Context: an optimization exercise on an open-source flow, tuned for small area. The choices shown serve that exercise and are no tape-out recipe.
RTL that was checked went through simulation tests only; none was proved equivalent to the original.
The flow treats the clock pin as an ideal source, which a real chip does not have.
Power and IR drop assume default switching activity.

## cpuTop
module cpuTop (
  input  logic        clk,
  input  logic        reset,
  input  logic [15:0] instr,
  input  logic [15:0] memRdata,
  output logic [15:0] pc,
  output logic [15:0] memAddr,
  output logic [15:0] memWdata,
  output logic        memWrite,
  output logic        memEn
);
  logic [2:0] ph;     
  logic       r2;     
  logic       clr;    
  wire [3:0] op = instr[15:12];
  wire [3:0] rd = instr[11:8];
  wire [3:0] fn = instr[7:4];
  wire [3:0] rs = instr[3:0];
  wire [7:0] imm = instr[7:0];
  wire isR    = (op == 4'd0);
  wire isScnd = (op == 4'd4);
  wire isJra  = (op == 4'd6);
  wire isLd   = (op == 4'd7);
  wire isSh   = (op == 4'd8);
  wire isSt   = (op == 4'd10);
  wire isBc   = (op == 4'd12);
  wire isJ    = (op == 4'd13);
  wire isJal  = (op == 4'd15);
  wire [3:0] code  = isR ? fn : op;
  wire aluOp  = isR || op == 4'd1 || op == 4'd2 || op == 4'd3 || op == 4'd5 ||
                op == 4'd9 || op == 4'd11 || op == 4'd14;
  wire isMul  = aluOp && code == 4'd14;
  wire isCmp  = aluOp && code == 4'd11;
  wire isAnd  = code == 4'd1;
  wire isOr   = code == 4'd2;
  ...
clock: 11.0 ns
lec_check: 0
cap_margin: 20
core_margin: 2
core_utilization: 65
slew_margin: 20
synth_hierarchical: 1
standard.sh (not shown) runs the stock make flow with config.mk's settings and CLKGATE_MAP_FILE= SYNTH_SCRIPT=/design/flow/synth_recipe.tcl, a recipe that flattens the netlist after the stock synthesis.
==> flow/flow/run.sh <==
#!/bin/bash
# Own flow: the standard layout (standard.sh, with its standard
# synthesis unchanged) with three settings passed through ORFS's own
# variables:
#  - port buffers are the smallest buffer, sky130_fd_sc_hd__buf_1 (every
#    input and output port still gets its own buffer);
#  - clock tree synthesis uses clkbuf_4 clusters and adds no dummy loads;
#  - after clock tree synthesis, logic cells with timing to spare are swapped
#    for smaller cells of the same function (flow/downsize.tcl); global
#    routing's repair steps then run as usual.
# make's full output goes to flow.log here; ORFS keeps each step's log under
# orfs/logs/.
set -euo pipefail
export BUFFER_PORTS_ARGS="-buffer_cell sky130_fd_sc_hd__buf_1"
export CTS_ARGS="-sink_clustering_enable -repair_clock_nets -dont_use_dummy_load -buf_list sky130_fd_sc_hd__clkbuf_4 -sink_clustering_size 12 -sink_clustering_max_diameter 40"
export POST_CTS_TCL="$PWD/flow/downsize.tcl"
bash standard.sh > flow.log 2>&1
Other scripts of this flow, unchanged in this note and not shown: flow/flow/downsize.tcl
Then changed:
--- a/flow/design.v
+++ b/flow/design.v
@@ -19,57 +19,30 @@
 module boothCell (
   input  logic acc,
   input  logic b,      
   input  logic bm1,    
   input  logic one,
   input  logic two,
   input  logic neg,
-  input  logic m,      
-  input  logic ld,     
   input  logic c,
   output logic s,
   output logic co
 );
-  wire pp = ((one & b) | (two & bm1) | (ld & m)) ^ neg;
+  wire pp = ((one & b) | (two & bm1)) ^ neg;
   fa1 u_fa (.a(acc), .b(pp), .c(c), .s(s), .co(co));
 endmodule
-module wrPredecode (
-  input  logic [3:0] wa,
-  input  logic       wen,
-  input  logic       clr,
-  output logic [3:0] loN,
-  output logic [3:0] hiN
-);
-  always_comb
-    for (int i = 0; i < 4; i++)
-    begin
-      loN[i] = !(clr || (wen && wa[1:0] == i[1:0]));
-      hiN[i] = !(clr || (wa[3:2] == i[1:0]));
-    end
-endmodule
-module nor2c (
-  input  logic a,
-  input  logic b,
-  output logic y
-);
-  assign y = !(a || b);
-endmodule
 module wrDecode (
   input  logic [3:0]  wa,
   input  logic        wen,
   input  logic        clr,
   output logic [15:0] sel
 );
-  logic [3:0] loN, hiN;
-  wrPredecode u_pre (.wa(wa), .wen(wen), .clr(clr), .loN(loN), .hiN(hiN));
-  genvar r;
-  for (r = 0; r < 16; r++)
-  begin : g_sel
-    nor2c u_s (.a(loN[r % 4]), .b(hiN[r / 4]), .y(sel[r]));
-  end
+  always_comb
+    for (int r = 0; r < 16; r++)
+      sel[r] = clr || (wen && wa == r[3:0]);
 endmodule
 module mux2c (
   input  logic a,
   input  logic b,
   input  logic s,
   output logic y
 );
@@ -230,16 +203,15 @@
   logic [1:0] pcDig;
   mux8c u_pc0 (.d({pc[14], pc[12], pc[10], pc[8], pc[6], pc[4], pc[2], pc[0]}), .s(ph), .y(pcDig[0]));
   mux8c u_pc1 (.d({pc[15], pc[13], pc[11], pc[9], pc[7], pc[5], pc[3], pc[1]}), .s(ph), .y(pcDig[1]));
   wire [1:0] immDig = ph[2] ? {2{imm[7]}} : imm[{ph[1:0], 1'b0} +: 2];
   wire usePc = isBc || isJal;
   wire [1:0] aD = usePc ? pcDig : rA;
   wire useImm = op == 4'd1 || op == 4'd2 || op == 4'd3 || op == 4'd5 ||
-                op == 4'd9 || op == 4'd11 || op == 4'd12 || op == 4'd14 ||
-                (isSh && fn[3:2] == 2'b00);
+                op == 4'd9 || op == 4'd11 || op == 4'd12 || op == 4'd14;
   wire [1:0] xRaw = useImm ? immDig : rB;
   wire xEn = isBc ? cond : !isJal;
   wire inv = aluOp && isSub;
   wire [1:0] xD = (xRaw & {2{xEn}}) ^ {2{inv}};
   wire cin0 = inv || isJal || (isBc && !cond);
   wire c0 = (ph == 3'd0) ? cin0 : cy;
   wire s0 = aD[0] ^ xD[0] ^ c0;
@@ -289,24 +261,25 @@
   end
   wire mulStep = isMul && r2;
   wire ldStep  = isLd && r2 && ph == 3'd0;   
   wire bLow  = pb && ph != 3'd0;
   wire bOne  = mulStep && (rA[0] ^ bLow);
   wire bTwo  = mulStep && ((rA[1] & !rA[0] & !bLow) | (!rA[1] & rA[0] & bLow));
   wire bNeg  = mulStep && rA[1] && !(rA[0] && bLow);
+  wire [15:0] accIn = acc | (ldStep ? memRdata : 16'd0);
   logic [15:0] psum;
   logic [16:0] pc_;    
   assign pc_[0] = bNeg;
   genvar gk;
   for (gk = 0; gk < 16; gk++)
   begin : g_row
-    boothCell u_c (.acc(acc[gk]), .m(memRdata[gk]), .ld(ldStep), .b(mar[gk]), .bm1(gk == 0 ? 1'b0 : mar[gk == 0 ? 0 : gk - 1]),
+    boothCell u_c (.acc(accIn[gk]), .b(mar[gk]), .bm1(gk == 0 ? 1'b0 : mar[gk == 0 ? 0 : gk - 1]),
                    .one(bOne), .two(bTwo), .neg(bNeg), .c(pc_[gk]), .s(psum[gk]), .co(pc_[gk + 1]));
   end
-  wire [4:0] amt   = mar[4:0];   
+  wire [4:0] amt   = (fn[3:2] == 2'b00) ? instr[4:0] : mar[4:0];
   wire       arith = (fn[3:1] == 3'b001) || (fn == 4'b0110);
   wire [2:0] q     = amt[3:1];
   wire       rOdd  = amt[0];
   wire [3:0] j     = {1'b0, q} + {3'd0, rOdd};
   logic       tapE, tapO, tapO8;
   mux8c u_tapE (.d({acc[2], acc[4], acc[6], acc[8], acc[10], acc[12], acc[14], rA[0]}), .s(q), .y(tapE));
   mux8c u_tapO (.d({acc[3], acc[5], acc[7], acc[9], acc[11], acc[13], acc[15], rA[1]}), .s(j[2:0]), .y(tapO8));
@@ -345,22 +318,21 @@
       end
       else if (isJal || (aluOp && !isCmp && !isMul))
         wen = 1'b1;   
     end
   end
   wire jmp = isBc || isJ || isJal || isJra;
   logic [15:0] pcInc;
-  logic [15:0] ic;
+  logic [16:0] ic;
   assign ic[0] = done && !jmp;
   genvar gi;
-  for (gi = 0; gi < 15; gi++)
+  for (gi = 0; gi < 16; gi++)
   begin : g_inc
     ha1 u_h (.a(pc[gi]), .b(ic[gi]), .s(pcInc[gi]), .co(ic[gi + 1]));
   end
-  assign pcInc[15] = pc[15] ^ ic[15];
   always_ff @(posedge clk)
   begin
     if (reset)
       pc <= 16'd0;
     else
       pc <= (done && jmp) ? marNext : pcInc;
   end
Routed wire length increases by 5.9%.
Worst setup slack improves by 0.0065 ns.
Total power increases by 0.33%.
Clock power decreases by about 2%.
Utilization decreases by 1.2 points.
Critical path depth decreases by 1.
The RTL of the second run of this note was laid out without a check of its function.

==> port drivers added, routing unchanged <==
How much do the figures lean on ideal ports? The routed layouts below were timed once more, with nothing changed but the port constraints. Step 1 sets driving cells, clkbuf_16 on the clock port and buf_2 on the other inputs (assumed; they add their load-dependent delay and slew). Step 2 adds t to the input delays and takes it off the output delays; t is the mean of the earliest and latest rising clock arrival at the registers after step 1. Input paths then give back, and output paths get back, about the clock's delay inside the block. Slacks: ideal ports / drivers / drivers and shift; pairs: ideal ports / drivers.
run	t, ns	slack for setup (ns)	hold WS [ns]	worst setup path after step 2
the first run	0.621	0.333 / 0.343 / -0.279	0.284 / 0.284 / 0.284	input to register
the second run	0.633	0.339 / 0.355 / -0.278	0.272 / 0.272 / 0.272	input to register
Met with ideal ports but missed after step 2: setup timing in the first run and the second run. The setup slack of the second run, which loses most, moves by +0.016 ns with the drivers and by -0.617 ns with both steps.
